Source: an optimization exercise on an open RTL-to-GDS flow (aim: small area). Production flows keep margins and buffers that such runs may drop. RTL that was checked went through simulation tests only; none was proved equivalent to the original. Function not checked in run 2: the RTL went through the layout flow alone. The clock port is modelled as an ideal driver; clocking choices that lean on that would not hold on a real chip.

==> flow/design.v (outline; a module is shown in full before it is edited, if it fits) <==
// module fa: 9 lines
// module ha: 8 lines
// module booth_encoder: 17 lines
// module pp_generator: 29 lines
// module reduction_tree: 1204 lines
// module half_select: 22 lines
// module final_adder: 36 lines
// module booth_mul: 107 lines
module booth_mul (
  input  logic                     Clk,
  input  logic                     Reset,
  input  logic                     start,
  input  logic [1:0]               op,
  input  logic [mul_pkg::XLEN-1:0] a,
  input  logic [mul_pkg::XLEN-1:0] b,
  input  logic [mul_pkg::RD_W-1:0] rd,
  output logic                     done,
  output logic [mul_pkg::RD_W-1:0] rd_out,
  output logic [mul_pkg::XLEN-1:0] result
);
  // ...
==> flow/flow/run.sh <==
#!/bin/bash
# Own layout flow: the standard flow (standard.sh) with three changes.
#  1. After the standard synthesis, polfix.py removes inverters between full
#     adders by reading some adders as working on complemented values (a full
#     adder is self-dual); the logic function and the registers are unchanged.
#  2. Ports are buffered with buf_1 instead of the default buffer cell.
#  3. After clock tree synthesis, skew.tcl delays the clock of the stage-1
#     registers (x1, y1, gg1, gp1: between the multiplier tree and the final
#     adder) by a chain of two clock buffers per leaf net. Both their input and output
#     paths are register-to-register paths inside the design.
# Each tool's output goes to a log file of its own in this folder.
set -euo pipefail
W=$(pwd)
F=$W/flow
R=$W/orfs/results/${FLOW_PLATFORM}/booth_mul/base
LIB=$FLOW_HOME/platforms/$FLOW_PLATFORM/lib/sky130_fd_sc_hd__tt_025C_1v80.lib
export BUFFER_PORTS_ARGS="-buffer_cell sky130_fd_sc_hd__buf_1"

bash standard.sh synth > $W/log_1_synth.log 2>&1
cp $R/1_2_yosys.v $W/standard_synth.v
python3 $F/polfix.py $W/standard_synth.v $R/1_2_yosys.v > $W/log_2_polfix.log 2>&1
rm -f $R/1_synth.odb $R/1_synth.sdc
bash standard.sh cts > $W/log_3_floorplan_place_cts.log 2>&1
cp $R/4_cts.odb $W/cts_before_skew.odb
SKEW_DB=$W/cts_before_skew.odb SKEW_LIB=$LIB SKEW_BUF="sky130_fd_sc_hd__clkbuf_2 sky130_fd_sc_hd__clkbuf_4" \
  SKEW_REGEXP='^(x1|y1|gg1|gp1)[^A-Za-z0-9_]' SKEW_OUT=$R/4_cts.odb \
  openroad -no_init -exit $F/skew.tcl > $W/log_4_skew.log 2>&1
bash standard.sh finish > $W/log_5_route_finish.log 2>&1
==> flow/flow/polfix.py <==
#!/usr/bin/env python3
"""Inverter clean-up of a flat sky130hd netlist written by Yosys.

A full adder is self-dual: FA(~a, ~b, ~c) = ~FA(a, b, c) on both outputs.
Each fa cell may therefore be read as working on complemented values,
which moves inverters from its inputs to its outputs or back. This picks,
per fa cell, the reading that needs the fewest inverters, and rewrites the
netlist with one shared inverter per signal that still needs its
complement. xor2/xnor2 drivers whose every load wants the complement are
swapped for the other cell instead. The logic function is unchanged.

usage: polfix.py IN.v OUT.v
"""
import re
import sys
import random

INV_RE = re.compile(r"^sky130_fd_sc_hd__(inv|clkinv)_\d+$")
FA_RE = re.compile(r"^sky130_fd_sc_hd__fa_\d+$")
OUT_PINS = {"X", "Y", "Q", "Q_N", "SUM", "COUT", "HI", "LO"}
SWAP = {  # cell -> (complement cell, output pin map)
    "sky130_fd_sc_hd__xor2_1": ("sky130_fd_sc_hd__xnor2_1", {"X": "Y"}),
    "sky130_fd_sc_hd__xnor2_1": ("sky130_fd_sc_hd__xor2_1", {"Y": "X"}),
}
INV_COST = 3.7536

src = open(sys.argv[1]).read()
m = re.search(r"^module\s+(\w+)", src, re.M)
head_end = src.index(";", m.end()) + 1
body = src[head_end:src.rindex("endmodule")]

cell_re = re.compile(r"^\s*(sky130_fd_sc_hd__\w+)\s+(\S+)\s*\((.*?)\);\s*$", re.M | re.S)
pin_re = re.compile(r"\.(\w+)\(\s*([^()]*?)\s*\)")
cells = []
for mm in cell_re.finditer(body):
    typ, name, pins = mm.group(1), mm.group(2), mm.group(3)
    cells.append([typ, name, [(p, n) for p, n in pin_re.findall(pins)]])
rest = cell_re.sub("", body)

drv = {}
for ci, (typ, name, pins) in enumerate(cells):
    for p, n in pins:
        if p in OUT_PINS:
            drv[n] = (ci, p)

def is_inv(ci):
    return INV_RE.match(cells[ci][0]) is not None

def root(net):
    """(root net, parity) through inverter chains."""
    k = 0
    while net in drv and is_inv(drv[net][0]):
        ci = drv[net][0]
        net = dict(cells[ci][2])["A"]
        k ^= 1
    return net, k

fa_idx = {ci: i for i, ci in enumerate(ci for ci in range(len(cells)) if FA_RE.match(cells[ci][0]))}

# loads: every input pin of every non-inverter cell, and nets used outside cells
loads = {}  # root -> list of (cell index or -1, pin, parity)
for ci, (typ, name, pins) in enumerate(cells):
    if is_inv(ci):
        continue
    for p, n in pins:
        if p in OUT_PINS or n == "":
            continue
        r, k = root(n)
        loads.setdefault(r, []).append((ci, p, k))
# nets referenced in assigns / other text (ports etc.)
other_refs = set(re.findall(r"[\\\w\.\[\]$]+", "\n".join(l for l in rest.splitlines() if l.strip().startswith("assign"))))
inv_outs = {n for n, (ci, p) in drv.items() if is_inv(ci)}
ext = {}
for n in inv_outs:
    if n in other_refs or re.sub(r"\[.*", "", n) in other_refs:
        r, k = root(n)
        ext.setdefault(r, []).append(k)

roots = set(loads) | set(ext)
def rdrv(r):
    return drv.get(r, (None, None))

# per fa: roots it touches
touch = {i: set() for i in fa_idx.values()}
for r in roots:
    d, _ = rdrv(r)
    if d is not None and d in fa_idx:
        touch[fa_idx[d]].add(r)
    for ci, p, k in loads.get(r, []):
        if ci in fa_idx:
            touch[fa_idx[ci]].add(r)

f = [0] * len(fa_idx)

def need(r):
    """set of needed physical polarities (0 = as is, 1 = complement)."""
    d, _ = rdrv(r)
    fd = f[fa_idx[d]] if d is not None and d in fa_idx else 0
    s = set()
    for ci, p, k in loads.get(r, []):
        fc = f[fa_idx[ci]] if ci in fa_idx else 0
        s.add(fd ^ k ^ fc)
    for k in ext.get(r, []):
        s.add(fd ^ k)
    return s

def cost(r):
    s = need(r)
    if 1 not in s:
        return 0.0
    d, _ = rdrv(r)
    if s == {1} and d is not None and cells[d][0] in SWAP and r not in other_refs:
        return 0.0
    return INV_COST

before = sum(cost(r) for r in roots)
import math
random.seed(1)
n = len(f)
cur = before
best = cur
bestf = f[:]
T0, T1, sweeps = 4.0, 0.05, 400
for sw in range(sweeps):
    T = T0 * (T1 / T0) ** (sw / (sweeps - 1))
    for _ in range(n):
        i = random.randrange(n)
        c0 = sum(cost(r) for r in touch[i])
        f[i] ^= 1
        c1 = sum(cost(r) for r in touch[i])
        dlt = c1 - c0
        if dlt <= 0 or random.random() < math.exp(-dlt / T):
            cur += dlt
            if cur < best - 1e-9:
                best = cur
                bestf = f[:]
        else:
            f[i] ^= 1
f[:] = bestf
# final greedy polish
for it in range(10):
    changed = 0
    for i in range(n):
        c0 = sum(cost(r) for r in touch[i])
        f[i] ^= 1
        c1 = sum(cost(r) for r in touch[i])
        if c1 < c0 - 1e-9:
            changed += 1
        else:
            f[i] ^= 1
    if not changed:
        break
after = sum(cost(r) for r in roots)
print(f"fa cells {len(f)}, flipped {sum(f)}, inverter area {before:.1f} -> {after:.1f}", file=sys.stderr)

# rewrite
out_cells = []
newinv = {}
ninv = 0
def comp(r):
    global ninv
    if r not in newinv:
        newinv[r] = f"_polinv{ninv}_"
        ninv += 1
    return newinv[r]

swapped = set()
for r in roots:
    s = need(r)
    d, _ = rdrv(r)
    if s == {1} and d is not None and cells[d][0] in SWAP and r not in other_refs:
        swapped.add(r)

keep_inv_out = {}
for ci, (typ, name, pins) in enumerate(cells):
    if is_inv(ci):
        continue
    newpins = []
    for p, n in pins:
        if p in OUT_PINS:
            if n in swapped:
                p = SWAP[typ][1][p]
            newpins.append((p, n))
            continue
        if n == "":
            newpins.append((p, n))
            continue
        r, k = root(n)
        d, _ = rdrv(r)
        fd = f[fa_idx[d]] if d is not None and d in fa_idx else 0
        fc = f[fa_idx[ci]] if ci in fa_idx else 0
        pol = fd ^ k ^ fc
        if r in swapped:
            pol ^= 1
        newpins.append((p, comp(r) if pol else r))
    if any(n in swapped for p, n in pins if p in OUT_PINS):
        typ = SWAP[typ][0]
    out_cells.append((typ, name, newpins))

# nets used outside cells that an inverter drove: keep them driven
extra = []
for n in inv_outs:
    if n in other_refs or re.sub(r"\[.*", "", n) in other_refs:
        r, k = root(n)
        d, _ = rdrv(r)
        fd = f[fa_idx[d]] if d is not None and d in fa_idx else 0
        pol = fd ^ k
        if r in swapped:
            pol ^= 1
        if pol:
            extra.append(("sky130_fd_sc_hd__inv_1", f"_polext_{len(extra)}_", [("A", r), ("Y", n)]))
        else:
            extra.append(("sky130_fd_sc_hd__buf_1", f"_polext_{len(extra)}_", [("A", r), ("X", n)]))
for r, nm in newinv.items():
    extra.append(("sky130_fd_sc_hd__inv_1", nm.replace("_polinv", "_polinvc"), [("A", r), ("Y", nm)]))

lines = [src[:head_end]]
lines.append(rest.rstrip() + "\n")
for w in newinv.values():
    lines.append(f"  wire {w};\n")  # plain names
for typ, name, pins in out_cells + extra:
    pl = ",\n".join(f"    .{p}({n}{' ' if n.startswith(chr(92)) else ''})" for p, n in pins)
    lines.append(f"  {typ} {name} (\n{pl}\n  );\n")
lines.append("endmodule\n")
open(sys.argv[2], "w").write("".join(lines))
print(f"inverters: {sum(1 for c in range(len(cells)) if is_inv(c))} -> {sum(1 for e in extra if 'inv' in e[0])}, swapped {len(swapped)}", file=sys.stderr)
==> flow/flow/skew.tcl <==
# Delays the clock of the registers whose names match SKEW_REGEXP by a chain of buffers per
# clock-tree leaf net, after clock tree synthesis.
set db_file $::env(SKEW_DB)
read_db $db_file
read_liberty $::env(SKEW_LIB)
set block [ord::get_db_block]
# SKEW_BUF lists the buffers of the chain, first to last
set masters {}
foreach b $::env(SKEW_BUF) { lappend masters [[ord::get_db] findMaster $b] }
array set groups {}
foreach inst [$block getInsts] {
  set name [$inst getName]
  foreach pat [list $::env(SKEW_REGEXP)] {
    if {[regexp $pat $name]} {
      set it [$inst findITerm CLK]
      if {$it eq "NULL" || $it eq ""} { continue }
      set net [$it getNet]
      lappend groups([$net getName]) $it
      break
    }
  }
}
set i 0
foreach netname [lsort [array names groups]] {
  set net [$block findNet $netname]
  set its $groups($netname)
  set sx 0; set sy 0
  foreach it $its {
    set b [[$it getInst] getBBox]
    set sx [expr {$sx + ([$b xMin] + [$b xMax]) / 2}]
    set sy [expr {$sy + ([$b yMin] + [$b yMax]) / 2}]
  }
  set n [llength $its]
  set x [expr {$sx / $n}]
  set y [expr {$sy / $n}]
  set k 0
  set in $net
  foreach master $masters {
    set buf [odb::dbInst_create $block $master "skew_buf_${i}_$k"]
    set nn [odb::dbNet_create $block "skew_clk_${i}_$k"]
    $nn setSigType CLOCK
    [$buf findITerm A] connect $in
    [$buf findITerm X] connect $nn
    $buf setLocation $x $y
    $buf setPlacementStatus PLACED
    set in $nn
    incr k
  }
  foreach it $its {
    $it disconnect
    $it connect $nn
  }
  puts "skew: $netname -> $n registers"
  incr i
}
global_connect
detailed_placement
check_placement -verbose
write_db $::env(SKEW_OUT)
==> flow/standard.sh <==
#!/bin/bash
# synth_recipe.tcl (not shown) runs the flow's synth.tcl, then flattens the netlist and writes it again
# the make line also repeats each setting of config.mk as NAME=value (left out here)
make -C /OpenROAD-flow-scripts/flow DESIGN_CONFIG=/design/flow/config.mk WORK_HOME=/design/flow/orfs CLKGATE_MAP_FILE= SYNTH_SCRIPT=/design/flow/synth_recipe.tcl "${@:-finish}"
==> flow/config.mk <==
export PLATFORM = sky130hd
export DESIGN_NAME = booth_mul
export DESIGN_NICKNAME = booth_mul
export VERILOG_FILES = /design/flow/design.v
export SDC_FILE = /design/flow/constraint.sdc
export NUM_CORES = 4
export LEC_CHECK = 0
export ABC_AREA = 1
export CAP_MARGIN = 20
export CORE_MARGIN = 2
export CORE_UTILIZATION = 40
export SLEW_MARGIN = 20
==> flow/constraint.sdc <==
create_clock -name core_clock -period 4.5 [get_ports {Clk}]
set_input_delay 0.9000 -clock core_clock [delete_from_list [all_inputs] [get_ports {Clk}]]
set_output_delay 0.9000 -clock core_clock [all_outputs]
set_load 0.01 [all_outputs]
==> results.yml, run 1 <==
cells_and_area:
  nNonClkInverters: 243
  final-clk-cell-share_pct: 3.76
  nNetsFinal: 3922
  multi_input_area_share_pct: 60.9
  final_common_cell: "o22ai_1"
  clkbuf_count: 47
  layout-area-overhead-vs-synth_pct: 17.2
status:
  status: "finished clean"
floorplan:
  core_region_area_mm2: 0.0746
  well_tap_count: 969
critical_path:
  path_cells: "inv_1, buf_12, buf_4, buf_4, o22ai_1, xor2_1, fa_1, fa_1, fa_1, fa_1, fa_1, inv_1, nand2_1, nand2_1"
  r2r_end: "y1[19]"
  crit_fanout: 19
  start_kind: "register"
  end_kind: "register"
placed_design:
  post-place-ws_ns: -0.184
routing:
  first_pass_iters: 7
  highest_layer: "met5"
global_route:
  antenna_found_initial: 8
  track_usage_pct: 28.3
hold_path:
  hold_class: "reg -> reg"
synthesis:
  syn-num-nets: 3674
  avgSynthCellArea_um2: 9.95
clocking:
  htreeDepth: 2
  numCtsBuffers: 39
sta:
  report.final.slew_viol_count: 0
==> module booth_mul, before the edit <==
module booth_mul (
  input  logic                     Clk,
  input  logic                     Reset,
  input  logic                     start,
  input  logic [1:0]               op,
  input  logic [mul_pkg::XLEN-1:0] a,
  input  logic [mul_pkg::XLEN-1:0] b,
  input  logic [mul_pkg::RD_W-1:0] rd,
  output logic                     done,
  output logic [mul_pkg::RD_W-1:0] rd_out,
  output logic [mul_pkg::XLEN-1:0] result
);
  localparam int XLEN   = mul_pkg::XLEN;
  localparam int RD_W   = mul_pkg::RD_W;
  localparam int DIGITS = mul_pkg::DIGITS;
  logic [4:0] v;
  always_ff @(posedge Clk or posedge Reset) begin
    if (Reset) begin
      v <= '0;
    end else begin
      v <= {v[3:0], start};
    end
  end
  logic [DIGITS-1:0] one_in;
  logic [DIGITS-1:0] two_in;
  logic [DIGITS-1:0] neg_in;
  booth_encoder u_enc (.b (b), .one (one_in), .two (two_in), .neg (neg_in));
  logic              hi0;    
  logic              sa0;    
  logic              u0;     
  logic [RD_W-1:0]   rd0;
  logic [XLEN-1:0]   a0;
  logic [DIGITS-1:0] one0;
  logic [DIGITS-1:0] two0;
  logic [DIGITS-1:0] neg0;
  always_ff @(posedge Clk) begin
    hi0  <= op[0];
    sa0  <= ~op[1] & a[XLEN-1];
    u0   <= op[1] & b[XLEN-1];
    rd0  <= rd;
    a0   <= a;
    one0 <= one_in;
    two0 <= two_in;
    neg0 <= neg_in;
  end
  logic [DIGITS*mul_pkg::PP_W-1:0] pp;
  logic [XLEN-1:0]                 corr;
  logic [mul_pkg::PROD_W-1:0]      cs_sum;
  logic [mul_pkg::PROD_W-1:0]      cs_carry;
  logic [XLEN-1:0]                 x0;
  logic [XLEN-1:0]                 y0;
  logic [7:0]                      gg0;
  logic [7:0]                      gp0;
  pp_generator u_pp (
    .a (a0), .sa (sa0), .u (u0),
    .one (one0), .two (two0), .neg (neg0),
    .pp (pp), .corr (corr)
  );
  reduction_tree u_tree (
    .pp (pp), .neg (neg0), .corr (corr), .sum (cs_sum), .carry (cs_carry)
  );
  half_select u_sel (
    .hi (hi0), .sum (cs_sum), .carry (cs_carry), .x (x0), .y (y0),
    .grp_g (gg0), .grp_p (gp0)
  );
  logic            hi1;
  logic [RD_W-1:0] rd1;
  logic [XLEN-1:0] x1;
  logic [XLEN-1:0] y1;
  logic [7:0]      gg1;
  logic [7:0]      gp1;
  always_ff @(posedge Clk) begin
    hi1 <= hi0;
    rd1 <= rd0;
    x1  <= x0;
    y1  <= y0;
    gg1 <= gg0;
    gp1 <= gp0;
  end
  logic [XLEN-1:0] r1;
  final_adder u_add (
    .hi (hi1), .x (x1), .y (y1), .grp_g (gg1), .grp_p (gp1), .result (r1)
  );
  logic [RD_W-1:0] rd2, rd3, rd4;
  logic [XLEN-1:0] r2, r3, r4;
  always_ff @(posedge Clk) begin
    rd2 <= rd1;
    r2  <= r1;
    rd3 <= rd2;
    r3  <= r2;
    rd4 <= rd3;
    r4  <= r3;
  end
  always_ff @(posedge Clk or posedge Reset) begin
    if (Reset) begin
      done   <= 1'b0;
      rd_out <= '0;
      result <= '0;
    end else begin
      done <= v[4];
      if (v[4]) begin
        rd_out <= rd4;
        result <= r4;
      end
    end
  end
endmodule
==> run 2: changes to the inputs <==
--- a/flow/design.v
+++ b/flow/design.v
@@ -1360,8 +1360,4 @@
     end
   end
-  logic [DIGITS-1:0] one_in;
-  logic [DIGITS-1:0] two_in;
-  logic [DIGITS-1:0] neg_in;
-  booth_encoder u_enc (.b (b), .one (one_in), .two (two_in), .neg (neg_in));
   logic              hi0;    
   logic              sa0;    
@@ -1369,4 +1365,5 @@
   logic [RD_W-1:0]   rd0;
   logic [XLEN-1:0]   a0;
+  logic [XLEN-1:0]   b0;
   logic [DIGITS-1:0] one0;
   logic [DIGITS-1:0] two0;
@@ -1378,8 +1375,7 @@
     rd0  <= rd;
     a0   <= a;
-    one0 <= one_in;
-    two0 <= two_in;
-    neg0 <= neg_in;
+    b0   <= b;
   end
+  booth_encoder u_enc (.b (b0), .one (one0), .two (two0), .neg (neg0));
   logic [DIGITS*mul_pkg::PP_W-1:0] pp;
   logic [XLEN-1:0]                 corr;
==> run 2 against run 1 <==
  * Synthesized area shrank 0.83%
  * Worst setup slack got worse by 0.11 ns
  * Die area fell by 0.82%
  * Critical path depth is 2 lower
  * Worst hold slack gained 0.0092 ns
  * Via count rose by 1.1%
  * Routed wire length fell by 1.8%
  * Critical endpoint is now y1[7]
  * Highest routed layer is now met4
==> results.yml, run 2 <==
cells_and_area:
  layout-area-overhead-vs-synth_pct: 23.7
  fillers: 6952
  drive_gt1_share_pct: 24.2
  layout_common_cells: "o22ai_1 (470), xor2_1 (428), fa_1 (388), buf_4 (362), dfxtp_1 (254)"
  final_core_util_pct: 49.9
  final_common_cell: "o22ai_1"
  nNetsFinal: 4009
status:
  status: "finished clean"
synthesis:
  synth-warning-count: 2
  syn-cell-area_mm2: 0.0300
  avgSynthCellArea_um2: 9.96
  syn-instance-count: 3010
  syn-num-nets: 3645
global_route:
  grt_max_degree: 50
  antenna_found_initial: 2
  grt_pass1_vias: 25610
  track_usage_pct: 28.1
  grt_pass1_wl_um: 162000
  overflow: 0
floorplan:
  die_w_um: 278
  die_h_um: 278
  num_rows: 100
  io_pins: 112
  core_region_area_mm2: 0.0743
  die-area_mm2: 0.0771
  initial_utilization_pct: 40.3
critical_path:
  critPathBufInv: 2
  r2r_setup_slack_ns: 0.07
  path_cells: "ha_4, clkinvlp_4, buf_4, o22ai_2, xor2_2, fa_1, fa_1, fa_1, fa_2, fa_1, fa_2, o21ai_1"
  end_kind: "register"
  required_ns: 5.14
  cp.arrival_ns: 5.08
  crit_end: "y1[7]"
  critPathLaunch: "b0[14]"
  reg2regPathDepth: 12
  slowest_delay_ns: 0.65
  cp_top_family: "adder cells"
  r2r_end: "y1[7]"
  start_kind: "register"
  worst-path-stages: 12
  critPathSlowestCell: "fa_2"
  r2r-start: "b0[14]"
  cpMostUsedCell: "fa_1"
  path_class: "reg -> reg"
  crit_fanout: 5
sta:
  setup_viol: 0
  timing.hold.ws_ns: 0.312
  tns_ns: 0
  worstMarginPinSlew_ns: 0.861
  timing.final.crit_share_pct: 98.5
  hold_viol_final: 0
  max_freq_mhz: 226
  report.final.slew_viol_count: 0
  finClkSkew_ns: 0.295
  rsz0062_at_grt: "yes"
  setup_slack_ns: 0.0675
  slew_headroom_pct: 42.6
  min_period_ns: 4.43
clocking:
  cts_buffer_depth: 3
  ctsHoldBuffers: 0
  root_buffer: "clkbuf_16"
  clk_pin_slew_worst_paths_ns: 0.06
  numCtsBuffers: 38
  tritoncts: "yes"
  clk_latency_ns: 0.84
  htreeDepth: 2
  cts_sinks: 311
routing:
  initialDrtViolationCount: 2598
  vias: 24645
  drtAntennaViolNets: 0
  drc: 0
  wirelength_um: 108000
  avgViaCountPerCell: 5.63
  first_pass_iters: 8
  wl_per_cell_um: 24.7
job:
  cap_viol_max_count: 0
hold_path:
  worstHoldStart: "r2[3]"
  hold_class: "reg -> reg"
placed_design:
  post-place-ws_ns: -0.437
  port_buffers: 111
  gp_congestion: 0.992
  hpwl_um: 84700
-- run 2: stage by stage --
stage,instances,area [um2]
3_5_place_dp,4247,34500
2_1_floorplan,3010,30300
5_1_grt,4373,37100
3_3_place_gp,4247,34500
4_1_cts,4339,36800
6_report,4375,37100
-- run 2: worst reg2reg max path: stages, from the launching register on --
cell	delay [ns]
dfxtp_4	0.39
ha_4	0.29
clkinvlp_4	0.11
buf_4	0.18
o22ai_2	0.19
xor2_2	0.12
fa_1	0.46
fa_1	0.52
fa_1	0.53
fa_2	0.41
fa_1	0.52
fa_2	0.65
o21ai_1	0.12
-- run 2: area by class of cell --
type	count	area [um2]	share of cell area, %
clock buffers	51	1050	2.83
inverters	232	898	2.42
plain buffers	32	200	0.540
repair buffers	551	4530	12.2
flip-flops and latches	311	6470	17.4
clock inverters	19	211	0.570
diodes	2	5.00	0.0135
multi-input cells	2208	22500	60.7
well taps	969	1210	3.27
-- run 2: worst min-delay path by stage --
stage | end | slack (ns) | depth (start not counted)
final | r3[3] | 0.31 | 0
after global routing | rd1[4] | 0.31 | 0
after CTS | r4[21] | 0.32 | 0
after detailed placement | r3[3] | 0.31 | 0
after global placement | r3[13] | 0.31 | 0
after floorplan | r3[0] | 0.31 | 0
-- run 2: layer usage --
metal | wire length, um | GRT usage [%]
met2 | 47800 | 43.7
met3 | 11100 | 7.34
met5 | 0 | 0
met4 | 5860 | 13.2
met1 | 43200 | 36.5
-- run 2: timing repair --
item	4_1_cts	5_1_grt
buffers inserted	20	2
endpoints found under the hold margin	0	0
cloned	2	0
resized for setup	212	24
setup endpoints to repair	59	5
pin swaps	136	18
==> run 3: changes to the inputs <==
--- a/flow/design.v
+++ b/flow/design.v
@@ -1360,22 +1360,26 @@
     end
   end
+  logic [DIGITS-1:0] one_in;
+  logic [DIGITS-1:0] two_in;
+  logic [DIGITS-1:0] neg_in;
+  booth_encoder u_enc (.b (b), .one (one_in), .two (two_in), .neg (neg_in));
   logic              hi0;    
-  logic              sa0;    
+  logic              sa0_n;  
   logic              u0;     
   logic [RD_W-1:0]   rd0;
-  logic [XLEN-1:0]   a0;
-  logic [XLEN-1:0]   b0;
-  logic [DIGITS-1:0] one0;
-  logic [DIGITS-1:0] two0;
+  logic [XLEN-1:0]   a0_n;
+  logic [DIGITS-1:0] one0_n;
+  logic [DIGITS-1:0] two0_n;
   logic [DIGITS-1:0] neg0;
   always_ff @(posedge Clk) begin
-    hi0  <= op[0];
-    sa0  <= ~op[1] & a[XLEN-1];
-    u0   <= op[1] & b[XLEN-1];
-    rd0  <= rd;
-    a0   <= a;
-    b0   <= b;
+    hi0    <= op[0];
+    sa0_n  <= ~(~op[1] & a[XLEN-1]);
+    u0     <= op[1] & b[XLEN-1];
+    rd0    <= rd;
+    a0_n   <= ~a;
+    one0_n <= ~one_in;
+    two0_n <= ~two_in;
+    neg0   <= neg_in;
   end
-  booth_encoder u_enc (.b (b0), .one (one0), .two (two0), .neg (neg0));
   logic [DIGITS*mul_pkg::PP_W-1:0] pp;
   logic [XLEN-1:0]                 corr;
@@ -1387,6 +1391,6 @@
   logic [7:0]                      gp0;
   pp_generator u_pp (
-    .a (a0), .sa (sa0), .u (u0),
-    .one (one0), .two (two0), .neg (neg0),
+    .a (~a0_n), .sa (~sa0_n), .u (u0),
+    .one (~one0_n), .two (~two0_n), .neg (neg0),
     .pp (pp), .corr (corr)
   );
--- a/flow/flow/run.sh
+++ b/flow/flow/run.sh
@@ -23,5 +23,5 @@
 bash standard.sh cts > $W/log_3_floorplan_place_cts.log 2>&1
 cp $R/4_cts.odb $W/cts_before_skew.odb
-SKEW_DB=$W/cts_before_skew.odb SKEW_LIB=$LIB SKEW_BUF="sky130_fd_sc_hd__clkbuf_2 sky130_fd_sc_hd__clkbuf_4" \
+SKEW_DB=$W/cts_before_skew.odb SKEW_LIB=$LIB SKEW_BUF="sky130_fd_sc_hd__clkbuf_2 sky130_fd_sc_hd__clkbuf_8" \
   SKEW_REGEXP='^(x1|y1|gg1|gp1)[^A-Za-z0-9_]' SKEW_OUT=$R/4_cts.odb \
   openroad -no_init -exit $F/skew.tcl > $W/log_4_skew.log 2>&1
==> run 3 against run 2 <==
  * Critical path depth unchanged
  * Utilization is 3.7 points lower
  * Worst setup slack improved by 0.10 ns
  * Via count down 3.4%
==> results.yml, run 3 <==
status:
  status: "finished clean"
sta:
  setup_viol: 0
  worstMarginPinSlew_ns: 0.943
  timing.final.crit_share_pct: 96.2
  min_period_ns: 4.33
  finClkSkew_ns: 0.266
  slew_headroom_pct: 37.1
  hold_viol_final: 0
  max_freq_mhz: 231
  setup_slack_ns: 0.172
  rsz0062_at_grt: "yes"
  report.final.slew_viol_count: 0
critical_path:
  critPathLaunch: "a0_n[24]"
  path_cells: "buf_4, buf_4, buf_4, o22ai_1, xor2_1, fa_1, fa_1, fa_1, fa_1, fa_1, fa_1, o21ai_0"
  critPathSlowestCell: "fa_1"
  critPathBufInv: 3
  start_kind: "register"
  r2r_setup_slack_ns: 0.17
  crit_fanout: 20
  crit_end: "y1[6]"
  path_class: "reg -> reg"
  reg2regPathDepth: 12
  cp.arrival_ns: 4.99
  slowest_delay_ns: 0.55
  r2r_end: "y1[6]"
  worst-path-stages: 12
  required_ns: 5.17
  cp_top_family: "adder cells"
  end_kind: "register"
  cpMostUsedCell: "fa_1"
  r2r-start: "a0_n[24]"
cells_and_area:
  nNetsFinal: 3817
  final_common_cell: "o22ai_1"
  final_core_util_pct: 46.2
  layout_common_cells: "o22ai_1 (509), fa_1 (453), xor2_1 (449), dfxtp_1 (279), inv_1 (230)"
  layout-area-overhead-vs-synth_pct: 14.9
  fin_cells: 4190
  drive_gt1_share_pct: 14.6
placed_design:
  post-place-ws_ns: -0.141
  gp_congestion: 1.02
  hpwl_um: 78300
  port_buffers: 111
  dp_cells: 4091
clocking:
  htreeDepth: 2
  cts_sinks: 327
  numCtsBuffers: 39
  tritoncts: "yes"
  ctsHoldBuffers: 0
  clk_latency_ns: 0.81
  cts_buffer_depth: 3
  clk_pin_slew_worst_paths_ns: 0.08
  root_buffer: "clkbuf_16"
  post-cts-setup-buffers: 0
synthesis:
  avgSynthCellArea_um2: 9.92
  syn-num-nets: 3707
  syn-cell-area_mm2: 0.0305
  syn-instance-count: 3072
  synth-warning-count: 2
routing:
  first_pass_iters: 5
  avgViaCountPerCell: 5.68
  drtAntennaViolNets: 0
  wl_per_cell_um: 24.3
  wirelength_um: 102000
  initialDrtViolationCount: 2623
  drc: 0
  vias: 23815
global_route:
  antenna_found_initial: 6
  grt_max_degree: 45
  track_usage_pct: 26.1
  grt_pass1_wl_um: 153000
  grt_pass1_vias: 24201
  overflow: 0
floorplan:
  io_pins: 112
  die_h_um: 280
  num_rows: 101
  initial_utilization_pct: 40.2
  die-area_mm2: 0.0784
  die_w_um: 280
  core_region_area_mm2: 0.0757
job:
  cap_viol_max_count: 0
hold_path:
  hold_class: "reg -> reg"
run 3: worst reg2reg max path, cell delays in order, from the launching register on:
cell,delay [ns]
dfxtp_1,0.34
buf_4,0.13
buf_4,0.20
buf_4,0.32
o22ai_1,0.16
xor2_1,0.16
fa_1,0.46
fa_1,0.51
fa_1,0.53
fa_1,0.45
fa_1,0.52
fa_1,0.55
o21ai_0,0.08
run 3: metal layers:
metal  vias to the layer above  track usage, %  wire [um]  part of all wire [%]
li1                      10415               -          -                     -
met1                     11654            34.3      39900                    39
met2                      1423            40.9      45500                    45
met3                       321            5.19      10200                    10
met4                         2            13.3       6150                   6.0
met5                         -               0         15                 0.015
run 3: stage by stage:
stage	area [um2]	hold WS, ns	setup TNS (ns)
finish	35000	0.301	0
global route	35000	0.298	-0.0189
CTS	34700	0.321	-0.0490
detailed placement	33200	0.312	-0.732
global placement	33200	0.310	-0.620
floorplan	30500	0.310	-0.0305
run 3: how the worst min path moves through the flow:
stage | from | endpoint | slack [ns] | cells after the start
after CTS | r2[27] | r3[27] | 0.32 | 0
final | r2[27] | r3[27] | 0.30 | 0
after floorplan | r2[0] | r3[0] | 0.31 | 0
after global placement | r3[15] | r4[15] | 0.31 | 0
after detailed placement | r2[16] | r3[16] | 0.31 | 0
after global routing | r2[27] | r3[27] | 0.30 | 0
run 3: repair_timing:
item,in CTS,in global routing
gates resized for setup,31,13
endpoints found under the setup margin,16,2
pin swaps,22,8
run 3: layout make-up:
type                       instances  area, um2
fill                            7081      40700
multi-input combinational       2181      21600
sequential                       327       6770
timing repair buffer             372       2920
tap                              978       1220
clock buffer                      55       1130
inverter                         233        875
buffer                            28        263
clock inverter                    15        211
antenna                            1       2.50
==> run 4: changes to the inputs <==
--- a/flow/config.mk
+++ b/flow/config.mk
@@ -9,4 +9,4 @@
 export CAP_MARGIN = 20
 export CORE_MARGIN = 2
-export CORE_UTILIZATION = 40
+export CORE_UTILIZATION = 50
 export SLEW_MARGIN = 20
==> run 4 against run 3 <==
  * Maximum frequency down 0.70%
  * Register-to-register slack worse by 0.03 ns
  * Synthesized cell count unchanged
  * Worst hold slack better by 0.011 ns
  * Highest routed layer is now met4
  * Still clean on timing, DRC and antenna
  * Cell count down 4.4%
==> results.yml, run 4 <==
status:
  status: "finished clean"
placed_design:
  hpwl_um: 85500
  port_buffers: 111
  placed_area_mm2: 0.0330
  gp_congestion: 0.994
critical_path:
  critPathBufInv: 4
  r2r-start: "one0_n[1]"
  worst-path-stages: 16
  required_ns: 5.22
  r2r_setup_slack_ns: 0.14
  path_class: "reg -> reg"
  crit_fanout: 5
  slowest_delay_ns: 0.56
  cp_top_family: "adder cells"
  path_cells: "buf_4, o22ai_1, xor2_1, ha_2, inv_1, fa_1, fa_1, fa_2, fa_1, fa_1, inv_1, buf_4, nand2_1, nor2_1, a211oi_1, o31ai_1"
  end_kind: "register"
  cp.arrival_ns: 5.07
  cpMostUsedCell: "fa_1"
  r2r_end: "gg1[6]"
  reg2regPathDepth: 16
  start_kind: "register"
  critPathSlowestCell: "fa_1"
cells_and_area:
  nNetsFinal: 3831
  layout-area-overhead-vs-synth_pct: 14.1
  final_common_cell: "o22ai_1"
  final_cell_area_mm2: 0.0348
  fillers: 5303
  layout_common_cells: "o22ai_1 (512), xor2_1 (453), fa_1 (453), dfxtp_1 (278), inv_1 (231)"
  n_antenna_cell: 0
  drive_gt1_share_pct: 14.8
synthesis:
  syn-num-nets: 3707
  avgSynthCellArea_um2: 9.92
  synth-warning-count: 2
  syn-cell-area_mm2: 0.0305
  syn-instance-count: 3072
hold_path:
  worstHoldStart: "r3[30]"
  hold_class: "reg -> reg"
  hold_end: "r4[30]"
  hold_path_depth: 0
sta:
  max_freq_mhz: 229
  min_period_ns: 4.36
  timing.hold.ws_ns: 0.312
  timing.final.crit_share_pct: 96.8
  worstMarginPinSlew_ns: 0.936
  setup_viol: 0
  slew_headroom_pct: 37.5
  finClkSkew_ns: 0.290
  hold_viol_final: 0
  rsz0062_at_grt: "no"
  report.final.slew_viol_count: 0
routing:
  drtAntennaViolNets: 0
  avgViaCountPerCell: 6.05
  drc: 0
  wl_per_cell_um: 27.6
  first_pass_iters: 6
  vias: 24218
  initialDrtViolationCount: 2481
  wirelength_um: 110000
global_route:
  antenna_found_initial: 2
  overflow: 0
  grt_pass1_vias: 25288
  track_usage_pct: 35.6
  grt_max_degree: 46
  grt_pass1_wl_um: 165000
clocking:
  cts_buffer_depth: 3
  clk_pin_slew_worst_paths_ns: 0.07
  tritoncts: "yes"
  clk_latency_ns: 0.83
  root_buffer: "clkbuf_16"
  post-cts-setup-buffers: 0
  cts_sinks: 327
  numCtsBuffers: 37
  htreeDepth: 2
floorplan:
  die_h_um: 251
  io_pins: 112
  core_region_area_mm2: 0.0602
  initial_utilization_pct: 50.6
  die_w_um: 251
  num_rows: 90
  die-area_mm2: 0.0629
job:
  cap_viol_max_count: 0
==> run 4: layer usage <==
layer | vias up | GRT usage, % | share of wire [%]
met5 | - | 0 | 0
met4 | 0 | 21.5 | 7.2
met3 | 325 | 5.21 | 8.6
met2 | 1395 | 55.8 | 45
met1 | 12074 | 47.0 | 39
li1 | 10424 | - | -
==> run 4: cell type report <==
type	count	area, um2	share of cell area [%]
clock buffers	52	1070	3.09
clock inverters	15	268	0.770
well taps	782	978	2.81
multi-input cells	2181	21600	62.0
plain buffers	32	300	0.864
flip-flops and latches	327	6770	19.5
repair buffers	384	2940	8.45
inverters	233	875	2.52
==> run 4: timing repair <==
item | CTS | global route
pin swaps | 20 | 2
hold buffers | 0 | 0
setup endpoints to repair | 23 | 2
resized for setup | 39 | 2
==> run 4: worst max-delay path by stage <==
| stage | from | endpoint | slack (ns) |
|---|---|---|---|
| 2_1_floorplan | a0_n[26] | gg1[7] | -0.03 |
| 3_3_place_gp | a0_n[24] | gg1[7] | -0.23 |
| 3_5_place_dp | one0_n[0] | gg1[6] | -0.29 |
| 4_1_cts | one0_n[1] | gg1[6] | -0.07 |
| 5_1_grt | one0_n[4] | gg1[7] | 0.006 |
| 6_report | one0_n[1] | gg1[6] | 0.14 |
==> run 4: per-stage QoR <==
step	setup TNS, ns	setup slack [ns]	utilization [%]	cells
2_1_floorplan	-0.0305	-0.0305	-	3072
3_5_place_dp	-1.92	-0.290	54.8	3907
6_report	0	0.142	57.7	4006
3_3_place_gp	-1.37	-0.227	54.8	3907
5_1_grt	0	0.00625	57.7	4006
4_1_cts	-0.0655	-0.0655	57.2	3974
==> run 5: changes to the inputs <==
--- a/flow/flow/run.sh
+++ b/flow/flow/run.sh
@@ -16,4 +16,5 @@
 LIB=$FLOW_HOME/platforms/$FLOW_PLATFORM/lib/sky130_fd_sc_hd__tt_025C_1v80.lib
 export BUFFER_PORTS_ARGS="-buffer_cell sky130_fd_sc_hd__buf_1"
+export CTS_ARGS="-sink_clustering_enable -repair_clock_nets -sink_clustering_size 25 -sink_clustering_max_diameter 100 -dont_use_dummy_load"
 
 bash standard.sh synth > $W/log_1_synth.log 2>&1
--- a/flow/config.mk
+++ b/flow/config.mk
@@ -9,4 +9,6 @@
 export CAP_MARGIN = 20
 export CORE_MARGIN = 2
-export CORE_UTILIZATION = 50
+export CORE_UTILIZATION = 40
+export CTS_CLUSTER_DIAMETER = 150
+export CTS_CLUSTER_SIZE = 40
 export SLEW_MARGIN = 20
==> run 5 against run 4 <==
  * First-iteration DRC count shrank 0.77%
  * Register-to-register slack gained 0.04 ns
  * Die area grew 25%
  * Count of clock-buffer cells in the layout shrank 31
  * Sequential share of layout area grew 0.36 points
  * Maximum frequency grew 1.0%
  * Via count shrank 2.8%
  * Flip-flop and latch count is the same
  * Largest cell class unchanged
  * Critical path type unchanged
==> results.yml, run 5 <==
status:
  status: "finished clean"
hold_path:
  worstHoldStart: "r3[3]"
  hold_path_depth: 0
  hold_class: "reg -> reg"
cells_and_area:
  nNetsFinal: 3793
  multi_input_area_mm2: 0.0216
  fillers: 7159
  final_common_cell: "o22ai_1"
  final_core_util_pct: 45.1
  register_area_mm2: 0.00677
  layout-area-overhead-vs-synth_pct: 12.0
  layout_common_cells: "o22ai_1 (508), xor2_1 (450), fa_1 (449), dfxtp_1 (278), inv_1 (230)"
  drive_gt1_share_pct: 13.5
critical_path:
  cp.arrival_ns: 4.99
  required_ns: 5.17
  critPathLaunch: "a0_n[28]"
  end_kind: "register"
  r2r-start: "a0_n[28]"
  reg2regPathDepth: 11
  path_class: "reg -> reg"
  crit_fanout: 17
  start_kind: "register"
sta:
  report.final.slew_viol_count: 0
  rsz0062_at_grt: "yes"
  hold_viol_final: 0
  slew_headroom_pct: 38.1
  worstMarginPinSlew_ns: 0.929
  finClkSkew_ns: 0.302
  max_freq_mhz: 232
  timing.final.crit_share_pct: 95.9
  min_period_ns: 4.31
  setup_viol: 0
routing:
  wl_per_cell_um: 24.4
  initialDrtViolationCount: 2462
  drc: 0
  drtAntennaViolNets: 0
  vias: 23537
  wirelength_um: 101000
  avgViaCountPerCell: 5.69
  first_pass_iters: 6
clocking:
  clk_latency_ns: 0.82
  tritoncts: "yes"
  htreeDepth: 1
  cts_sinks: 327
  clk_pin_slew_worst_paths_ns: 0.09
  cts_buffer_depth: 3
  root_buffer: "clkbuf_16"
  numCtsBuffers: 21
job:
  cap_viol_max_count: 0
floorplan:
  core_region_area_mm2: 0.0757
  die-area_mm2: 0.0784
  die_h_um: 280
  io_pins: 112
  die_w_um: 280
  initial_utilization_pct: 40.2
  num_rows: 101
global_route:
  grt_max_degree: 45
  antenna_found_initial: 6
  track_usage_pct: 25.8
  grt_pass1_wl_um: 152000
  overflow: 0
  grt_pass1_vias: 23872
placed_design:
  port_buffers: 111
  gp_congestion: 1.02
  hpwl_um: 78300
synthesis:
  synth-warning-count: 2
  syn-num-nets: 3707
  syn-instance-count: 3072
  syn-cell-area_mm2: 0.0305
  avgSynthCellArea_um2: 9.92
-- run 5: per-stage QoR --
| stage | instances | cell area (um2) | setup WS [ns] | setup TNS, ns | hold slack, ns |
|---|---|---|---|---|---|
| 6_report | 4135 | 34100 | 0.186 | 0 | 0.299 |
| 5_1_grt | 4135 | 34100 | -0.0282 | -0.0282 | 0.300 |
| 4_1_cts | 4112 | 33900 | 0.00182 | 0 | 0.330 |
| 3_5_place_dp | 4091 | 33200 | -0.141 | -0.732 | 0.312 |
| 3_3_place_gp | 4091 | 33200 | -0.126 | -0.620 | 0.310 |
| 2_1_floorplan | 3072 | 30500 | -0.0305 | -0.0305 | 0.310 |
-- run 5: routing by layer --
layer / GRT usage [%] / wire (um) / vias to the layer above
met5: 0 / 0 / -
met4: 12.9 / 6050 / 0
met3: 4.46 / 9750 / 285
met2: 40.5 / 45200 / 1410
met1: 34.4 / 39800 / 11520
li1: - / - / 10322
-- run 5: layout make-up --
class                   count  area share (%)
flip-flops and latches    327            19.8
clock buffers              21            1.54
inverters                 233            2.56
repair buffers            372            8.48
multi-input cells        2181            63.4
well taps                 978            3.59
diodes                      1         0.00733
plain buffers              22           0.605
-- run 5: path summary, 6_finish.rpt --
| check | to | slack, ns |
|---|---|---|
| setup / recovery | y1[8] | 0.19 |
| hold / removal | r4[3] | 0.30 |
| setup reg to reg | y1[8] | 0.19 |
| hold reg to reg | r4[3] | 0.30 |
| max in group asynchronous | result[3] | 3.38 |
| min in group asynchronous | result[29] | 0.49 |
-- run 5: critical path, stage by stage, from the launching register on --
cell	delay [ns]
dfxtp_1	0.39
buf_4	0.35
buf_4	0.31
o22ai_1	0.14
xor2_1	0.18
fa_1	0.46
fa_1	0.48
fa_1	0.53
fa_1	0.46
fa_1	0.52
fa_1	0.54
mux2i_1	0.07
-- run 5: repair_timing --
action,4_1_cts,5_1_grt
gates resized for setup,38,9
pin swaps,26,6
gates cloned,0,0
hold buffers,0,0
setup endpoints to repair,17,2
buffers inserted,0,0
hold endpoints to repair,0,0
==> run 6: changes to the inputs <==
--- a/flow/flow/run.sh
+++ b/flow/flow/run.sh
@@ -16,5 +16,5 @@
 LIB=$FLOW_HOME/platforms/$FLOW_PLATFORM/lib/sky130_fd_sc_hd__tt_025C_1v80.lib
 export BUFFER_PORTS_ARGS="-buffer_cell sky130_fd_sc_hd__buf_1"
-export CTS_ARGS="-sink_clustering_enable -repair_clock_nets -sink_clustering_size 25 -sink_clustering_max_diameter 100 -dont_use_dummy_load"
+export CTS_ARGS="-sink_clustering_enable -repair_clock_nets -sink_clustering_size 30 -sink_clustering_max_diameter 70 -dont_use_dummy_load"
 
 bash standard.sh synth > $W/log_1_synth.log 2>&1
==> run 6 against run 5 <==
  * Routed wire length about the same
  * Largest cell class unchanged
  * Critical path type unchanged
  * First-iteration DRC count increased by 1.5%
  * Sequential share of layout area is 0.17 points lower
==> results.yml, run 6 <==
clocking:
  numCtsBuffers: 30
  tritoncts: "yes"
  cts_sinks: 327
  post-cts-setup-buffers: 0
  clk_latency_ns: 0.86
  clk_pin_slew_worst_paths_ns: 0.10
  cts_buffer_depth: 3
  root_buffer: "clkbuf_16"
  htreeDepth: 1
sta:
  report.final.slew_viol_count: 0
  timing.hold.ws_ns: 0.258
  slew_headroom_pct: 37.4
  min_period_ns: 4.37
  rsz0062_at_grt: "no"
  timing.final.crit_share_pct: 97.1
  max_freq_mhz: 229
  hold_viol_final: 0
  worstMarginPinSlew_ns: 0.939
  setup_viol: 0
  finClkSkew_ns: 0.279
critical_path:
  end_kind: "register"
  critPathSlowestCell: "fa_1"
  path_cells: "buf_4, o22ai_1, xor2_1, fa_1, fa_1, fa_1, fa_1, fa_1, fa_1, o21ai_1"
  slowest_delay_ns: 0.54
  cp_top_family: "adder cells"
  critPathBufInv: 1
  reg2regPathDepth: 10
  crit_fanout: 17
  cpMostUsedCell: "fa_1"
  r2r-start: "a0_n[28]"
  start_kind: "register"
  path_class: "reg -> reg"
  cp.arrival_ns: 5.03
  r2r_setup_slack_ns: 0.13
  required_ns: 5.16
  r2r_end: "y1[3]"
hold_path:
  hold_end: "r3[2]"
  hold_class: "reg -> reg"
  worstHoldStart: "r2[2]"
  hold_path_depth: 0
routing:
  drtAntennaViolNets: 0
  wirelength_um: 101000
  wl_per_cell_um: 24.3
  avgViaCountPerCell: 5.67
  initialDrtViolationCount: 2499
  drc: 0
  first_pass_iters: 6
  vias: 23545
placed_design:
  placed_area_mm2: 0.0332
  gp_congestion: 1.02
  hpwl_um: 78300
  port_buffers: 111
synthesis:
  syn-instance-count: 3072
  synth-warning-count: 2
  syn-cell-area_mm2: 0.0305
  avgSynthCellArea_um2: 9.92
  syn-num-nets: 3707
floorplan:
  initial_utilization_pct: 40.2
  num_rows: 101
  io_pins: 112
  die-area_mm2: 0.0784
  core_region_area_mm2: 0.0757
  die_h_um: 280
  die_w_um: 280
cells_and_area:
  final_core_util_pct: 45.5
  final_cell_area_mm2: 0.0344
  drive_gt1_share_pct: 14.0
  layout-area-overhead-vs-synth_pct: 13.1
  final_common_cell: "o22ai_1"
  nNetsFinal: 3808
  layout_common_cells: "o22ai_1 (507), fa_1 (451), xor2_1 (449), dfxtp_1 (275), inv_1 (230)"
  fillers: 7125
global_route:
  overflow: 0
  grt_pass1_vias: 23985
  grt_max_degree: 45
  antenna_found_initial: 6
  grt_pass1_wl_um: 153000
  track_usage_pct: 25.9
job:
  cap_viol_max_count: 0
status:
  status: "finished clean"
==> run 6: layer usage <==
| metal | part of all wire (%) | GRT usage, % | routed length, um | up-vias |
|---|---|---|---|---|
| li1 | - | - | - | 10346 |
| met1 | 39 | 34.6 | 39800 | 11513 |
| met2 | 45 | 40.4 | 45000 | 1397 |
| met3 | 9.7 | 4.48 | 9800 | 289 |
| met4 | 6.3 | 13.3 | 6350 | 0 |
| met5 | 0 | 0 | 0 | - |
==> run 6: worst max path at each step <==
stage | startpoint | endpoint | slack (ns) | cells after the start
after floorplan | a0_n[26] | gg1[7] | -0.03 | 15
after global placement | a0_n[23] | y1[9] | -0.13 | 12
after detailed placement | a0_n[23] | y1[9] | -0.14 | 12
after CTS | a0_n[22] | gg1[6] | -0.02 | 17
after global routing | two0_n[1] | gg1[5] | 0.0004 | 14
final | a0_n[28] | y1[3] | 0.13 | 10
==> run 6: metrics by stage <==
stage	std cells	worst slack (ns)	TNS (ns)
2_1_floorplan	3072	-0.0305	-0.0305
3_3_place_gp	4091	-0.126	-0.620
3_5_place_dp	4091	-0.141	-0.732
4_1_cts	4121	-0.0210	-0.0368
5_1_grt	4150	0.000407	0
6_report	4150	0.129	0
==> run 6: final cells by class <==
cell class	count	area (um2)	share of cell area, %
multi-input combinational	2181	21600	62.8
sequential	327	6770	19.7
timing repair buffer	372	2930	8.49
tap	978	1220	3.55
inverter	233	875	2.54
clock buffer	30	751	2.18
buffer	28	263	0.763
antenna	1	2.50	0.00727
==> run 6: repair_timing <==
item	in CTS	in global routing
hold buffers	0	0
endpoints found under the setup margin	21	3
resized for setup	34	21
pin swaps	29	9
==> run 7: changes to the inputs <==
==> flow/flow/run.sh (replaced) <==
#!/bin/bash
# Own layout flow: the standard flow (standard.sh) with four changes.
#  1. After the standard synthesis, polfix.py removes inverters between full
#     adders by reading some adders as working on complemented values (a full
#     adder is self-dual); the logic function and the registers are unchanged.
#  2. Ports are buffered with buf_1 instead of the default buffer cell.
#  3. Clock tree synthesis uses clusters of up to 25 registers within 100 um
#     and no dummy loads.
#  4. After clock tree synthesis, skew.tcl delays the clock of the stage-1
#     registers (x1, y1, gg1, gp1: between the multiplier tree and the final
#     adder) by a chain of two clock buffers per leaf net (at most
#     12 registers per chain). Both their input and output
#     paths are register-to-register paths inside the design.
# Each tool's output goes to a log file of its own in this folder.
set -euo pipefail
W=$(pwd)
F=$W/flow
R=$W/orfs/results/${FLOW_PLATFORM}/booth_mul/base
LIB=$FLOW_HOME/platforms/$FLOW_PLATFORM/lib/sky130_fd_sc_hd__tt_025C_1v80.lib
export BUFFER_PORTS_ARGS="-buffer_cell sky130_fd_sc_hd__buf_1"
export CTS_ARGS="-sink_clustering_enable -repair_clock_nets -sink_clustering_size 25 -sink_clustering_max_diameter 100 -dont_use_dummy_load"

bash standard.sh synth > $W/log_1_synth.log 2>&1
cp $R/1_2_yosys.v $W/standard_synth.v
python3 $F/polfix.py $W/standard_synth.v $R/1_2_yosys.v > $W/log_2_polfix.log 2>&1
rm -f $R/1_synth.odb $R/1_synth.sdc
bash standard.sh cts > $W/log_3_floorplan_place_cts.log 2>&1
cp $R/4_cts.odb $W/cts_before_skew.odb
SKEW_MAX=12 SKEW_DB=$W/cts_before_skew.odb SKEW_LIB=$LIB SKEW_BUF="sky130_fd_sc_hd__clkbuf_2 sky130_fd_sc_hd__clkbuf_8" \
  SKEW_REGEXP='^(x1|y1|gg1|gp1)[^A-Za-z0-9_]' SKEW_OUT=$R/4_cts.odb \
  openroad -no_init -exit $F/skew.tcl > $W/log_4_skew.log 2>&1
bash standard.sh finish > $W/log_5_route_finish.log 2>&1
--- a/flow/flow/skew.tcl
+++ b/flow/flow/skew.tcl
@@ -21,8 +21,20 @@
   }
 }
+# split a leaf's registers into chunks of at most SKEW_MAX, ordered by x
+proc inst_x {it} { set b [[$it getInst] getBBox]; return [$b xMin] }
+set chunks {}
+foreach netname [lsort [array names groups]] {
+  set its [lsort -command {apply {{p q} { expr {[inst_x $p] - [inst_x $q]} }}} $groups($netname)]
+  set n [llength $its]
+  set k [expr {($n + $::env(SKEW_MAX) - 1) / $::env(SKEW_MAX)}]
+  set per [expr {($n + $k - 1) / $k}]
+  for {set s 0} {$s < $n} {incr s $per} {
+    lappend chunks [list $netname [lrange $its $s [expr {$s + $per - 1}]]]
+  }
+}
 set i 0
-foreach netname [lsort [array names groups]] {
+foreach chunk $chunks {
+  lassign $chunk netname its
   set net [$block findNet $netname]
-  set its $groups($netname)
   set sx 0; set sy 0
   foreach it $its {
--- a/flow/config.mk
+++ b/flow/config.mk
@@ -10,5 +10,4 @@
 export CORE_MARGIN = 2
 export CORE_UTILIZATION = 40
-export CTS_CLUSTER_DIAMETER = 150
-export CTS_CLUSTER_SIZE = 40
+export PLACE_DENSITY = 0.75
 export SLEW_MARGIN = 20
==> run 7 against run 6 <==
  * Worst hold slack improved by 0.020 ns
  * Critical path type unchanged
  * Global-route usage fell by 0.099 points
  * Largest cell class unchanged
  * Utilization fell by 0.73 points
==> results.yml, run 7 <==
cells_and_area:
  layout-area-overhead-vs-synth_pct: 11.3
  drive_gt1_share_pct: 12.3
  final_common_cell: "o22ai_1"
  nNetsFinal: 3770
  layout_common_cells: "o22ai_1 (508), fa_1 (460), xor2_1 (454), dfxtp_1 (280), inv_1 (230)"
floorplan:
  die-area_mm2: 0.0784
  initial_utilization_pct: 40.2
  core_region_area_mm2: 0.0757
  io_pins: 112
  die_w_um: 280
  num_rows: 101
  die_h_um: 280
routing:
  drc: 0
  wirelength_um: 101000
  vias: 24222
  avgViaCountPerCell: 5.89
  wl_per_cell_um: 24.6
  first_pass_iters: 6
  initialDrtViolationCount: 3093
  drtAntennaViolNets: 0
sta:
  finClkSkew_ns: 0.288
  timing.final.crit_share_pct: 97.4
  max_freq_mhz: 228
  rsz0062_at_grt: "no"
  tns_ns: 0
  hold_viol_final: 0
  setup_viol: 0
  worstMarginPinSlew_ns: 0.935
  report.final.slew_viol_count: 0
  slew_headroom_pct: 37.6
  min_period_ns: 4.38
clocking:
  ctsHoldBuffers: 0
  clk_latency_ns: 0.81
  cts_sinks: 327
  numCtsBuffers: 21
  clk_pin_slew_worst_paths_ns: 0.09
  htreeDepth: 1
  root_buffer: "clkbuf_16"
  cts_buffer_depth: 3
  tritoncts: "yes"
critical_path:
  cp.arrival_ns: 5.08
  start_kind: "register"
  crit_fanout: 13
  required_ns: 5.20
  path_class: "reg -> reg"
  end_kind: "register"
global_route:
  track_usage_pct: 25.8
  grt_max_degree: 44
  overflow: 0
  antenna_found_initial: 7
  grt_pass1_wl_um: 153000
  grt_pass1_vias: 24798
synthesis:
  synth-warning-count: 2
  syn-cell-area_mm2: 0.0305
  syn-num-nets: 3707
  avgSynthCellArea_um2: 9.92
  syn-instance-count: 3072
job:
  cap_viol_max_count: 0
placed_design:
  hpwl_um: 77000
  gp_congestion: 1.02
  port_buffers: 111
status:
  status: "finished clean"
hold_path:
  hold_class: "reg -> reg"
-- run 7: final cells by class --
class | count | area, um2
Multi-Input combinational cell | 2181 | 21600
Tap cell | 978 | 1220
Timing Repair Buffer | 347 | 2710
Fill cell | 7055 | 41800
Sequential cell | 327 | 6770
Buffer | 24 | 225
Inverter | 233 | 875
Clock buffer | 21 | 526
Antenna cell | 1 | 2.50
-- run 7: per-stage QoR --
step / util [%] / area (um2) / setup slack, ns / std cells / hold slack [ns]
global placement: 43.5 / 32900 / -0.0902 / 4063 / 0.310
global route: 44.8 / 33900 / 0.00259 / 4112 / 0.291
detailed placement: 43.5 / 32900 / -0.140 / 4063 / 0.312
CTS: 44.4 / 33600 / 0.000958 / 4087 / 0.267
floorplan: - / 30500 / -0.0305 / 3072 / 0.310
finish: 44.8 / 33900 / 0.118 / 4112 / 0.278
-- run 7: worst paths after layout --
path	startpoint	to	slack (ns)	cells after the start
max	one0_n[0]	gg1[4]	0.12	13
min reg2reg	r3[1]	r4[1]	0.28	0
max in group asynchronous	Reset	rd_out[1]	3.40	2
min in group asynchronous	Reset	rd_out[3]	0.50	2
min	r3[1]	r4[1]	0.28	0
max reg2reg	one0_n[0]	gg1[4]	0.12	13
-- run 7: critical path: stages, from the launching register on --
cell     delay (ns)
dfxtp_1        0.43
buf_4          0.26
buf_4          0.24
o22ai_1        0.11
xnor2_1        0.17
fa_1           0.57
fa_1           0.45
fa_1           0.46
fa_1           0.51
fa_1           0.71
o22ai_1        0.13
inv_1          0.08
o21ai_0        0.12
o31ai_1        0.25
-- run 7: what timing repair did --
action	4_1_cts	5_1_grt
setup buffers	3	0
endpoints found under the setup margin	16	4
pin swaps	14	0
resized for setup	40	9
-- run 7: layer usage --
metal  up-vias  part of all wire (%)  GRT usage (%)
met4         2                   7.5           15.0
met1     11753                    37           33.5
met3       412                    12           6.01
met5         -                 0.012              0
li1      10273                     -              -
met2      1782                    43           39.5
==> run 8: changes to the inputs <==
--- a/flow/config.mk
+++ b/flow/config.mk
@@ -10,4 +10,5 @@
 export CORE_MARGIN = 2
 export CORE_UTILIZATION = 40
+export GPL_ROUTABILITY_DRIVEN = 0
 export PLACE_DENSITY = 0.75
 export SLEW_MARGIN = 20
==> run 8 against run 7 <==
  * Sequential share of layout area barely moved
  * Still clean on timing, DRC and antenna
  * Final area increased by 0.12%
  * Synthesized area unchanged
  * Register-to-register slack improved by 0.05 ns
  * Flip-flop and latch count is the same
  * Global-route usage fell by 0.67 points
  * Utilization grew 0.053 points
==> results.yml, run 8 <==
cells_and_area:
  nNetsFinal: 3790
  drive_gt1_share_pct: 12.7
  layout-area-overhead-vs-synth_pct: 11.4
  final_cell_area_mm2: 0.0339
  fin_cells: 4133
  layout_common_cells: "o22ai_1 (513), fa_1 (460), xor2_1 (454), dfxtp_1 (278), inv_1 (230)"
  final_common_cell: "o22ai_1"
clocking:
  htreeDepth: 1
  clk_latency_ns: 0.83
  cts_buffer_depth: 3
  clk_pin_slew_worst_paths_ns: 0.09
  numCtsBuffers: 24
  ctsHoldBuffers: 0
  root_buffer: "clkbuf_16"
  cts_sinks: 327
  tritoncts: "yes"
sta:
  worstMarginPinSlew_ns: 0.926
  rsz0062_at_grt: "no"
  max_freq_mhz: 231
  timing.hold.ws_ns: 0.275
  setup_slack_ns: 0.171
  timing.final.crit_share_pct: 96.2
  setup_viol: 0
  tns_ns: 0
  hold_viol_final: 0
  slew_headroom_pct: 38.2
  finClkSkew_ns: 0.313
  min_period_ns: 4.33
  report.final.slew_viol_count: 0
critical_path:
  cp.arrival_ns: 4.97
  required_ns: 5.14
  r2r-start: "one0_n[9]"
  start_kind: "register"
  r2r_end: "y1[6]"
  path_class: "reg -> reg"
  reg2regPathDepth: 10
  crit_fanout: 15
  r2r_setup_slack_ns: 0.17
  end_kind: "register"
global_route:
  track_usage_pct: 25.2
  grt_max_degree: 44
  overflow: 0
  grt_pass1_vias: 25183
  antenna_found_initial: 4
  grt_pass1_wl_um: 151000
floorplan:
  core_region_area_mm2: 0.0757
  io_pins: 112
  die-area_mm2: 0.0784
  die_w_um: 280
  initial_utilization_pct: 40.2
  die_h_um: 280
  num_rows: 101
synthesis:
  syn-cell-area_mm2: 0.0305
  avgSynthCellArea_um2: 9.92
  synth-warning-count: 2
  syn-instance-count: 3072
  syn-num-nets: 3707
hold_path:
  worstHoldStart: "r2[1]"
  hold_class: "reg -> reg"
  hold_path_depth: 0
  hold_end: "r3[1]"
routing:
  drtAntennaViolNets: 0
  first_pass_iters: 12
  vias: 24630
  drc: 0
  initialDrtViolationCount: 3365
  wl_per_cell_um: 24.0
  avgViaCountPerCell: 5.96
  wirelength_um: 99100
job:
  cap_viol_max_count: 0
placed_design:
  placed_area_mm2: 0.0330
  hpwl_um: 76200
  post-place-ws_ns: -0.0908
  dp_cells: 4081
  port_buffers: 111
status:
  status: "finished clean"
## run 8: cell types whose count changed in the layout (fill, tap and decap cells not counted), moves of 3 or more
cell       change
clkbuf_16      +3
buf_6          -6
buf_12         -5
o22ai_1        +5
o22ai_2        -5
buf_8          -6
buf_4         +32
## run 8: per-layer routing
layer  track usage, %  share of wire, %  up-vias
met5                0             0.051        -
met1             31.7                36    11830
met2             38.0                42     1979
met3             7.34                13      483
li1                 -                 -    10334
met4             15.5               8.0        4
## run 8: repair_timing
item                       in CTS  in global routing
setup buffers                   0                  0
resized for setup              17                  1
pin swaps                       9                  0
hold endpoints to repair        0                  0
setup endpoints to repair       5                  1
## run 8: worst max path at each step
| stage | slack (ns) | start | to |
|---|---|---|---|
| 2_1_floorplan | -0.03 | a0_n[26] | gg1[7] |
| 3_3_place_gp | -0.09 | a0_n[20] | gg1[7] |
| 3_5_place_dp | -0.09 | a0_n[20] | gg1[6] |
| 4_1_cts | 0.005 | one0_n[1] | gg1[7] |
| 5_1_grt | 0.002 | two0_n[3] | gg1[5] |
| 6_report | 0.17 | one0_n[9] | y1[6] |
## run 8: area by class of cell
type                            count  area [um2]
Clock buffer                       24         601
Tap cell                          978        1220
Multi-Input combinational cell   2181       21500
Inverter                          233         875
Antenna cell                        2        5.00
Timing Repair Buffer              362        2690
Buffer                             26         244
Sequential cell                   327        6770
Fill cell                        6924       41800
## run 8: metrics by stage
| step | utilization, % |
|---|---|
| 3_3_place_gp | 43.6 |
| 2_1_floorplan | - |
| 6_report | 44.8 |
| 4_1_cts | 44.5 |
| 5_1_grt | 44.8 |
| 3_5_place_dp | 43.6 |
## run 8: worst max-delay path: stages (launching register included)
cell,delay (ns)
dfxtp_1,0.63
buf_4,0.31
o22ai_1,0.11
xor2_1,0.18
fa_1,0.47
fa_1,0.52
fa_1,0.52
fa_1,0.46
fa_1,0.55
fa_1,0.55
o21ai_0,0.11

[port drivers added, routing unchanged]
No port has a modelled driver above. Below, the same layouts with a new extraction and two added sets of constraints.
Step 1 (the two cells are an assumption about what drives the block):
set clk [get_ports {Clk}]
set_driving_cell -lib_cell sky130_fd_sc_hd__clkbuf_16 $clk
set_driving_cell -lib_cell sky130_fd_sc_hd__buf_2 [delete_from_list [all_inputs] $clk]
Step 2, shift: input delay + t, output delay - t, t = (earliest + latest rising clock arrival at the registers) / 2. This alone moves slack from input paths to output paths.
a / b / c = ideal ports / drivers / drivers and shift; a / b = the first two.
| run | t (ns) | setup WS [ns] | hold WS [ns] | clock arrival spread, ns | slew at the worst register clock pin (ns) |
|---|---|---|---|---|---|
| run 1 | 0.757 | 0.182 / 0.182 / 0.182 | 0.303 / 0.303 / 0.303 | 0.310 / 0.310 | 0.10 / 0.10 |
| run 2 | 0.758 | 0.068 / 0.068 / 0.068 | 0.312 / 0.312 / 0.312 | 0.294 / 0.295 | 0.10 / 0.10 |
| run 3 | 0.740 | 0.172 / 0.172 / 0.172 | 0.301 / 0.301 / 0.301 | 0.270 / 0.270 | 0.08 / 0.08 |
| run 4 | 0.751 | 0.142 / 0.142 / 0.142 | 0.312 / 0.312 / 0.312 | 0.290 / 0.290 | 0.07 / 0.07 |
| run 5 | 0.726 | 0.186 / 0.186 / 0.186 | 0.299 / 0.299 / 0.299 | 0.313 / 0.313 | 0.11 / 0.11 |
| run 6 | 0.768 | 0.129 / 0.129 / 0.129 | 0.258 / 0.258 / 0.258 | 0.302 / 0.301 | 0.10 / 0.10 |
| run 7 | 0.732 | 0.118 / 0.118 / 0.118 | 0.278 / 0.278 / 0.278 | 0.287 / 0.288 | 0.10 / 0.10 |
| run 8 | 0.734 | 0.171 / 0.171 / 0.171 | 0.275 / 0.275 / 0.275 | 0.312 / 0.313 | 0.09 / 0.09 |
In run 1, run 5, run 6 and run 8 the clock reaches the registers at very different times; t lies between them, and the last value is a rough guide only.
